Context: an optimization exercise on an open-source flow, tuned for small area and a short achievable clock period. The choices shown serve that exercise and are no tape-out recipe.
Only simulation tests tie the RTL to the original design; equivalence was not proved.
Power and IR drop assume default switching activity.

==> build 72: inputs <==
==> flow/design.v <==
package ctrl_types_pkg;
  localparam int KV_CMD_IDX_W = 16;
  typedef enum logic [0:0] {
    KV_IDLE  = 1'b0,
    KV_FLUSH = 1'b1
  } kv_mem_state_e;
  typedef struct packed {
    logic                    sel;    
    logic                    wr;     
    logic                    del;    
    logic [KV_CMD_IDX_W-1:0] idx;    
  } kv_mem_cmd_t;
endpackage
module kv_prio_onehot #(
  parameter int WIDTH = 16
) (
  input  logic [WIDTH-1:0] req_in,
  output logic [WIDTH-1:0] gnt_out
);
  assign gnt_out = req_in & (~req_in + WIDTH'(1));
endmodule
module kv_mem_block #(
  parameter int NUM_ENTRIES = 16,
  parameter int KEY_WIDTH   = 32,
  parameter int VALUE_WIDTH = 64
) (
  input  logic                               clk,
  input  logic                               rst_n,
  input  logic [KEY_WIDTH-1:0]               key_in,
  input  logic [VALUE_WIDTH-1:0]             value_in,
  input  logic                               select_in,
  input  logic                               write_in,
  input  logic                               delete_in,
  input  logic [NUM_ENTRIES-1:0]             idx_in,
  input  logic                               flush_in,
  output logic                               hit,
  output logic [NUM_ENTRIES-1:0]             hit_idx,
  output logic [VALUE_WIDTH-1:0]             value_out,
  output logic                               free_valid,
  output logic [NUM_ENTRIES-1:0]             free_idx,
  output logic [$clog2(NUM_ENTRIES+1)-1:0]   count,
  output logic                               busy,
  output logic                               err,
  output ctrl_types_pkg::kv_mem_state_e      dbg_state
);
  localparam int CW = $clog2(NUM_ENTRIES + 1);
  localparam int PW = $clog2(NUM_ENTRIES);
  logic                   state_q;
  logic [PW-1:0]          ptr_q;
  logic [NUM_ENTRIES-1:0] valid_q;
  logic [KEY_WIDTH-1:0]   key_q [NUM_ENTRIES];
  logic [VALUE_WIDTH-1:0] val_q [NUM_ENTRIES];
  logic [CW-1:0]          count_q;
  logic                   err_q;
  logic [NUM_ENTRIES-1:0] match;
  logic [NUM_ENTRIES-1:0] key_hit_idx;
  logic [NUM_ENTRIES-1:0] free_vec;
  logic [NUM_ENTRIES-1:0] idx_valid;
  logic [NUM_ENTRIES-1:0] acc_idx;
  logic                   key_hit;
  logic                   idx_ok;
  logic                   any_free;
  always_comb begin
    for (int i = 0; i < NUM_ENTRIES; i++) begin
      match[i] = valid_q[i] && (key_q[i] == key_in);
    end
  end
  kv_prio_onehot #(.WIDTH(NUM_ENTRIES)) u_hit_sel (
    .req_in  (match),
    .gnt_out (key_hit_idx)
  );
  kv_prio_onehot #(.WIDTH(NUM_ENTRIES)) u_free_sel (
    .req_in  (~valid_q),
    .gnt_out (free_vec)
  );
  assign key_hit   = |match;
  assign any_free  = ~&valid_q;
  assign idx_ok    = $onehot(idx_in);
  assign idx_valid = idx_in & valid_q;
  always_comb begin
    acc_idx = '0;
    if (!state_q) begin
      if (select_in) begin
        acc_idx = idx_ok ? idx_valid : '0;
      end else begin
        acc_idx = key_hit_idx;
      end
    end
  end
  always_comb begin
    value_out = '0;
    for (int i = 0; i < NUM_ENTRIES; i++) begin
      value_out = value_out | (val_q[i] & {VALUE_WIDTH{acc_idx[i]}});
    end
  end
  assign hit        = |acc_idx;
  assign hit_idx    = acc_idx;
  assign free_idx   = free_vec;
  assign free_valid = any_free;
  assign count      = count_q;
  assign busy       = state_q;
  assign dbg_state  = ctrl_types_pkg::kv_mem_state_e'(state_q);
  assign err        = err_q;
  logic                   idle_cmd;
  logic                   do_del;
  logic                   wr_req;
  logic                   do_idx_wr;
  logic                   do_key_wr;
  logic [NUM_ENTRIES-1:0] wr_vec;
  logic [NUM_ENTRIES-1:0] clr_vec;
  logic                   cnt_inc;
  logic                   cnt_dec;
  logic                   illegal;
  assign idle_cmd   = !state_q && !flush_in;
  assign do_del     = idle_cmd && delete_in && idx_ok;
  assign wr_req     = idle_cmd && write_in && !delete_in;
  assign do_idx_wr  = wr_req && select_in && idx_ok;
  assign do_key_wr  = wr_req && !select_in;
  always_comb begin
    for (int i = 0; i < NUM_ENTRIES; i++) begin
      wr_vec[i] = (do_idx_wr && idx_in[i]) ||
                  (do_key_wr && (key_hit ? key_hit_idx[i] : free_vec[i]));
    end
  end
  always_comb begin
    for (int i = 0; i < NUM_ENTRIES; i++) begin
      clr_vec[i] = (do_del && idx_in[i]) ||
                   (state_q && (ptr_q == PW'(i)));
    end
  end
  assign cnt_inc = (do_idx_wr && !(|idx_valid)) ||
                   (do_key_wr && !key_hit && any_free);
  assign cnt_dec = (do_del && (|idx_valid)) || (state_q && valid_q[ptr_q]);
  assign illegal = idle_cmd && (
                     (delete_in && !idx_ok) ||
                     (delete_in && write_in) ||
                     (wr_req && select_in && !idx_ok) ||
                     (do_key_wr && !key_hit && !any_free));
  always_ff @(posedge clk) begin
    for (int i = 0; i < NUM_ENTRIES; i++) begin
      if (wr_vec[i]) begin
        key_q[i] <= key_in;
        val_q[i] <= value_in;
      end
    end
  end
  always_ff @(posedge clk or negedge rst_n) begin
    if (!rst_n) begin
      valid_q <= '0;
      count_q <= '0;
      err_q   <= 1'b0;
      state_q <= 1'b0;
      ptr_q   <= '0;
    end else begin
      valid_q <= (valid_q & ~clr_vec) | wr_vec;
      count_q <= count_q + CW'(cnt_inc) - CW'(cnt_dec);
      if (!state_q && flush_in) begin
        err_q <= 1'b0;
      end else if (illegal) begin
        err_q <= 1'b1;
      end
      if (!state_q) begin
        state_q <= flush_in;
        ptr_q   <= '0;
      end else begin
        state_q <= (ptr_q != PW'(NUM_ENTRIES - 1));
        ptr_q   <= ptr_q + PW'(1);
      end
    end
  end
endmodule
==> flow/run.sh <==
#!/bin/bash
# synth_recipe.tcl (not shown) runs the flow's synth.tcl, then flattens the netlist and writes it again
# the make line also repeats each setting of config.mk as NAME=value (left out here)
make -C /OpenROAD-flow-scripts/flow DESIGN_CONFIG=/design/flow/config.mk WORK_HOME=/design/flow/orfs CLKGATE_MAP_FILE= SYNTH_SCRIPT=/design/flow/synth_recipe.tcl finish
==> flow/config.mk <==
export PLATFORM = sky130hd
export DESIGN_NAME = kv_mem_block
export DESIGN_NICKNAME = kv_mem_block
export VERILOG_FILES = /design/flow/design.v
export SDC_FILE = /design/flow/constraint.sdc
export NUM_CORES = 4
export LEC_CHECK = 0
export CAP_MARGIN = 20
export CORE_MARGIN = 2
export CORE_UTILIZATION = 30
export PLACE_DENSITY = 0.45
export SETUP_SLACK_MARGIN = 0.2
export SLEW_MARGIN = 20
==> flow/constraint.sdc <==
create_clock -name core_clock -period 14.0 [get_ports {clk}]
set_input_delay 2.8000 -clock core_clock [delete_from_list [all_inputs] [get_ports {clk}]]
set_output_delay 2.8000 -clock core_clock [all_outputs]
set_load 0.01 [all_outputs]
==> build 24: changes against build 72 <==
==> flow/design.v, changed modules only <==
module kv_value_mux #(
  parameter int N = 16,
  parameter int W = 64
) (
  input  logic [N-1:0]   sel_in,
  input  logic [N*W-1:0] data_in,
  output logic [W-1:0]   data_out
);
  always_comb begin
    data_out = '0;
    for (int i = 0; i < N; i++) begin
      data_out = data_out | (data_in[i*W +: W] & {W{sel_in[i]}});
    end
  end
endmodule
module kv_key_cmp #(
  parameter int W = 32
) (
  input  logic         valid_in,
  input  logic [W-1:0] key_a_in,
  input  logic [W-1:0] key_b_in,
  output logic         match_out
);
  assign match_out = valid_in && (key_a_in == key_b_in);
endmodule
module kv_mem_block #(
  parameter int NUM_ENTRIES = 16,
  parameter int KEY_WIDTH   = 32,
  parameter int VALUE_WIDTH = 64
) (
  input  logic                               clk,
  input  logic                               rst_n,
  input  logic [KEY_WIDTH-1:0]               key_in,
  input  logic [VALUE_WIDTH-1:0]             value_in,
  input  logic                               select_in,
  input  logic                               write_in,
  input  logic                               delete_in,
  input  logic [NUM_ENTRIES-1:0]             idx_in,
  input  logic                               flush_in,
  output logic                               hit,
  output logic [NUM_ENTRIES-1:0]             hit_idx,
  output logic [VALUE_WIDTH-1:0]             value_out,
  output logic                               free_valid,
  output logic [NUM_ENTRIES-1:0]             free_idx,
  output logic [$clog2(NUM_ENTRIES+1)-1:0]   count,
  output logic                               busy,
  output logic                               err,
  output ctrl_types_pkg::kv_mem_state_e      dbg_state
);
  localparam int CW = $clog2(NUM_ENTRIES + 1);
  localparam int PW = $clog2(NUM_ENTRIES);
  logic                   state_q;
  logic [PW-1:0]          ptr_q;
  logic [NUM_ENTRIES-1:0] valid_q;
  logic [KEY_WIDTH-1:0]   key_q [NUM_ENTRIES];
  logic [VALUE_WIDTH-1:0] val_q [NUM_ENTRIES];
  logic [CW-1:0]          count_q;
  logic                   err_q;
  logic [NUM_ENTRIES-1:0] match;
  logic [NUM_ENTRIES-1:0] key_hit_idx;
  logic [NUM_ENTRIES-1:0] free_vec;
  logic [NUM_ENTRIES-1:0] idx_valid;
  logic [NUM_ENTRIES-1:0] acc_idx;
  logic                   key_hit;
  logic                   idx_ok;
  logic                   any_free;
  for (genvar i = 0; i < NUM_ENTRIES; i++) begin : g_cmp
    kv_key_cmp #(.W(KEY_WIDTH)) u_cmp (
      .valid_in (valid_q[i]),
      .key_a_in (key_q[i]),
      .key_b_in (key_in),
      .match_out(match[i])
    );
  end
  kv_prio_onehot #(.WIDTH(NUM_ENTRIES)) u_hit_sel (
    .req_in  (match),
    .gnt_out (key_hit_idx)
  );
  kv_prio_onehot #(.WIDTH(NUM_ENTRIES)) u_free_sel (
    .req_in  (~valid_q),
    .gnt_out (free_vec)
  );
  assign key_hit   = |match;
  assign any_free  = ~&valid_q;
  logic [3:0] grp_any, grp_multi;
  always_comb begin
    for (int g = 0; g < 4; g++) begin
      grp_any[g]   = |idx_in[4*g +: 4];
      grp_multi[g] = (idx_in[4*g]   & idx_in[4*g+1]) | (idx_in[4*g]   & idx_in[4*g+2]) |
                     (idx_in[4*g]   & idx_in[4*g+3]) | (idx_in[4*g+1] & idx_in[4*g+2]) |
                     (idx_in[4*g+1] & idx_in[4*g+3]) | (idx_in[4*g+2] & idx_in[4*g+3]);
    end
  end
  assign idx_ok = !(|grp_multi) &&
                  ((grp_any[0] & !grp_any[1] & !grp_any[2] & !grp_any[3]) |
                   (!grp_any[0] & grp_any[1] & !grp_any[2] & !grp_any[3]) |
                   (!grp_any[0] & !grp_any[1] & grp_any[2] & !grp_any[3]) |
                   (!grp_any[0] & !grp_any[1] & !grp_any[2] & grp_any[3]));
  assign idx_valid = idx_in & valid_q;
  always_comb begin
    acc_idx = '0;
    if (!state_q) begin
      if (select_in) begin
        acc_idx = idx_ok ? idx_valid : '0;
      end else begin
        acc_idx = key_hit_idx;
      end
    end
  end
  logic [NUM_ENTRIES*VALUE_WIDTH-1:0] val_flat;
  always_comb begin
    for (int i = 0; i < NUM_ENTRIES; i++) begin
      val_flat[i*VALUE_WIDTH +: VALUE_WIDTH] = val_q[i];
    end
  end
  kv_value_mux #(.N(NUM_ENTRIES), .W(VALUE_WIDTH)) u_value_mux (
    .sel_in  (acc_idx),
    .data_in (val_flat),
    .data_out(value_out)
  );
  assign hit        = |acc_idx;
  assign hit_idx    = acc_idx;
  assign free_idx   = free_vec;
  assign free_valid = any_free;
  assign count      = count_q;
  assign busy       = state_q;
  assign dbg_state  = ctrl_types_pkg::kv_mem_state_e'(state_q);
  assign err        = err_q;
  logic                   idle_cmd;
  logic                   do_del;
  logic                   wr_req;
  logic                   do_idx_wr;
  logic                   do_key_wr;
  logic [NUM_ENTRIES-1:0] wr_vec;
  logic [NUM_ENTRIES-1:0] clr_vec;
  logic                   cnt_inc;
  logic                   cnt_dec;
  logic                   illegal;
  assign idle_cmd   = !state_q && !flush_in;
  assign do_del     = idle_cmd && delete_in && idx_ok;
  assign wr_req     = idle_cmd && write_in && !delete_in;
  assign do_idx_wr  = wr_req && select_in && idx_ok;
  assign do_key_wr  = wr_req && !select_in;
  always_comb begin
    for (int i = 0; i < NUM_ENTRIES; i++) begin
      wr_vec[i] = (do_idx_wr && idx_in[i]) ||
                  (do_key_wr && (key_hit ? key_hit_idx[i] : free_vec[i]));
    end
  end
  always_comb begin
    for (int i = 0; i < NUM_ENTRIES; i++) begin
      clr_vec[i] = (do_del && idx_in[i]) ||
                   (state_q && (ptr_q == PW'(i)));
    end
  end
  assign cnt_inc = (do_idx_wr && !(|idx_valid)) ||
                   (do_key_wr && !key_hit && any_free);
  assign cnt_dec = (do_del && (|idx_valid)) || (state_q && valid_q[ptr_q]);
  assign illegal = idle_cmd && (
                     (delete_in && !idx_ok) ||
                     (delete_in && write_in) ||
                     (wr_req && select_in && !idx_ok) ||
                     (do_key_wr && !key_hit && !any_free));
  always_ff @(posedge clk) begin
    for (int i = 0; i < NUM_ENTRIES; i++) begin
      if (wr_vec[i]) begin
        key_q[i] <= key_in;
        val_q[i] <= value_in;
      end
    end
  end
  always_ff @(posedge clk or negedge rst_n) begin
    if (!rst_n) begin
      valid_q <= '0;
      count_q <= '0;
      err_q   <= 1'b0;
      state_q <= 1'b0;
      ptr_q   <= '0;
    end else begin
      valid_q <= (valid_q & ~clr_vec) | wr_vec;
      count_q <= count_q + CW'(cnt_inc) - CW'(cnt_dec);
      if (!state_q && flush_in) begin
        err_q <= 1'b0;
      end else if (illegal) begin
        err_q <= 1'b1;
      end
      if (!state_q) begin
        state_q <= flush_in;
        ptr_q   <= '0;
      end else begin
        state_q <= (ptr_q != PW'(NUM_ENTRIES - 1));
        ptr_q   <= ptr_q + PW'(1);
      end
    end
  end
endmodule
Settings changed: CORE_UTILIZATION 30 to 40, CTS_BUF_LIST set to sky130_fd_sc_hd__clkbuf_4 sky130_fd_sc_hd__clkbuf_8, PLACE_DENSITY 0.45 to 0.55, SETUP_SLACK_MARGIN 0.2 to 5, SYNTH_HIERARCHICAL set to 1.
==> trial 4: changes against build 72 <==
--- a/flow/design.v
+++ b/flow/design.v
@@ -75,7 +75,20 @@
   );
   assign key_hit   = |match;
   assign any_free  = ~&valid_q;
-  assign idx_ok    = $onehot(idx_in);
+  logic [3:0] grp_any, grp_multi;
+  always_comb begin
+    for (int g = 0; g < 4; g++) begin
+      grp_any[g]   = |idx_in[4*g +: 4];
+      grp_multi[g] = (idx_in[4*g]   & idx_in[4*g+1]) | (idx_in[4*g]   & idx_in[4*g+2]) |
+                     (idx_in[4*g]   & idx_in[4*g+3]) | (idx_in[4*g+1] & idx_in[4*g+2]) |
+                     (idx_in[4*g+1] & idx_in[4*g+3]) | (idx_in[4*g+2] & idx_in[4*g+3]);
+    end
+  end
+  assign idx_ok = !(|grp_multi) &&
+                  ((grp_any[0] & !grp_any[1] & !grp_any[2] & !grp_any[3]) |
+                   (!grp_any[0] & grp_any[1] & !grp_any[2] & !grp_any[3]) |
+                   (!grp_any[0] & !grp_any[1] & grp_any[2] & !grp_any[3]) |
+                   (!grp_any[0] & !grp_any[1] & !grp_any[2] & grp_any[3]));
   assign idx_valid = idx_in & valid_q;
   always_comb begin
     acc_idx = '0;
Settings changed: CORE_UTILIZATION 30 to 40, PLACE_DENSITY 0.45 to 0.55, SETUP_SLACK_MARGIN 0.2 to 5.
==> comparison <==
Sequential power: build 72 is smaller than build 24 (about 0.8%). Setup slack: trial 4 is better than build 72 (3.9 ns). Critical path depth: trial 4 is lower than build 72 (6). Via count, highest first: trial 4, build 72, build 24. Flip-flop and latch count is the same in build 72 and build 24. Final area, lowest first: build 72, build 24, trial 4. The highest cell count belongs to build 72, the lowest to build 24. The lowest synthesized cell count belongs to build 24, the highest to trial 4.
==> figures <==
quantity	build 24	build 72	trial 4
Transition time at the pin with the least slew margin	1.16 ns	1.20 ns	1.29 ns
Internal	7.55 mW	8.02 mW	7.91 mW
Largest net degree at the start of global routing	55	97	75
Startpoint of the most critical setup path	key_in[20]	idx_in[1]	key_in[16]
Setup repair after global routing missed its margin	true	false	true
Rel. slew slack	22.4%	19.1%	13.9%
Die footprint	155000 um^2	224000 um^2	170000 um^2
Maximum clock rate	105 MHz	77.4 MHz	110 MHz
Peak supply drop	0.0737 mV	0.133 mV	0.121 mV
Sw Share	22.6%	23.6%	24.8%
Core box area	150000 um^2	219000 um^2	165000 um^2
Post-layout minimum cycle time	9.51 ns	12.92 ns	9.06 ns
Average cell area after synthesis	18.2 um^2	15.4 um^2	15.3 um^2
Via count of the first global-routing pass	35600	43000	44600
Number of buffers and inverters on the critical path	8	8	9
Number of unique standard cell types used by synthesis	53	73	85
Run status	timing/DRC/antenna clean	timing/DRC/antenna clean	timing/DRC/antenna clean
Worst-case setup margin in the final layout	4.49 ns	1.08 ns	4.94 ns

[re-timing with driven ports]
How much do the figures lean on ideal ports? The routed layouts below were timed once more, with nothing changed but the port constraints.
Step 1 assumes that a clkbuf_16 drives the clock port and a buf_2 every other input.
Step 2 times the ports against the registers' clock, not the clock port: input delays grow and output delays shrink by t, the midpoint of the rising clock arrivals with the driver on.
Slacks: ideal / step 1 / step 2; pairs: ideal / step 1.
run	shift t [ns]	setup slack, ns	worst hold slack (ns)
build 72	0.897	1.083 / 1.059 / 1.059	0.530 / 0.530 / 0.530
build 24	1.039	4.492 / 4.429 / 4.429	0.508 / 0.508 / 0.508
trial 4	0.914	4.944 / 4.776 / 4.776	0.517 / 0.517 / 0.517
After both steps setup and hold are still met in every run listed. The setup slack of trial 4, which loses most, moves by -0.168 ns with the drivers and by -0.168 ns with both steps.
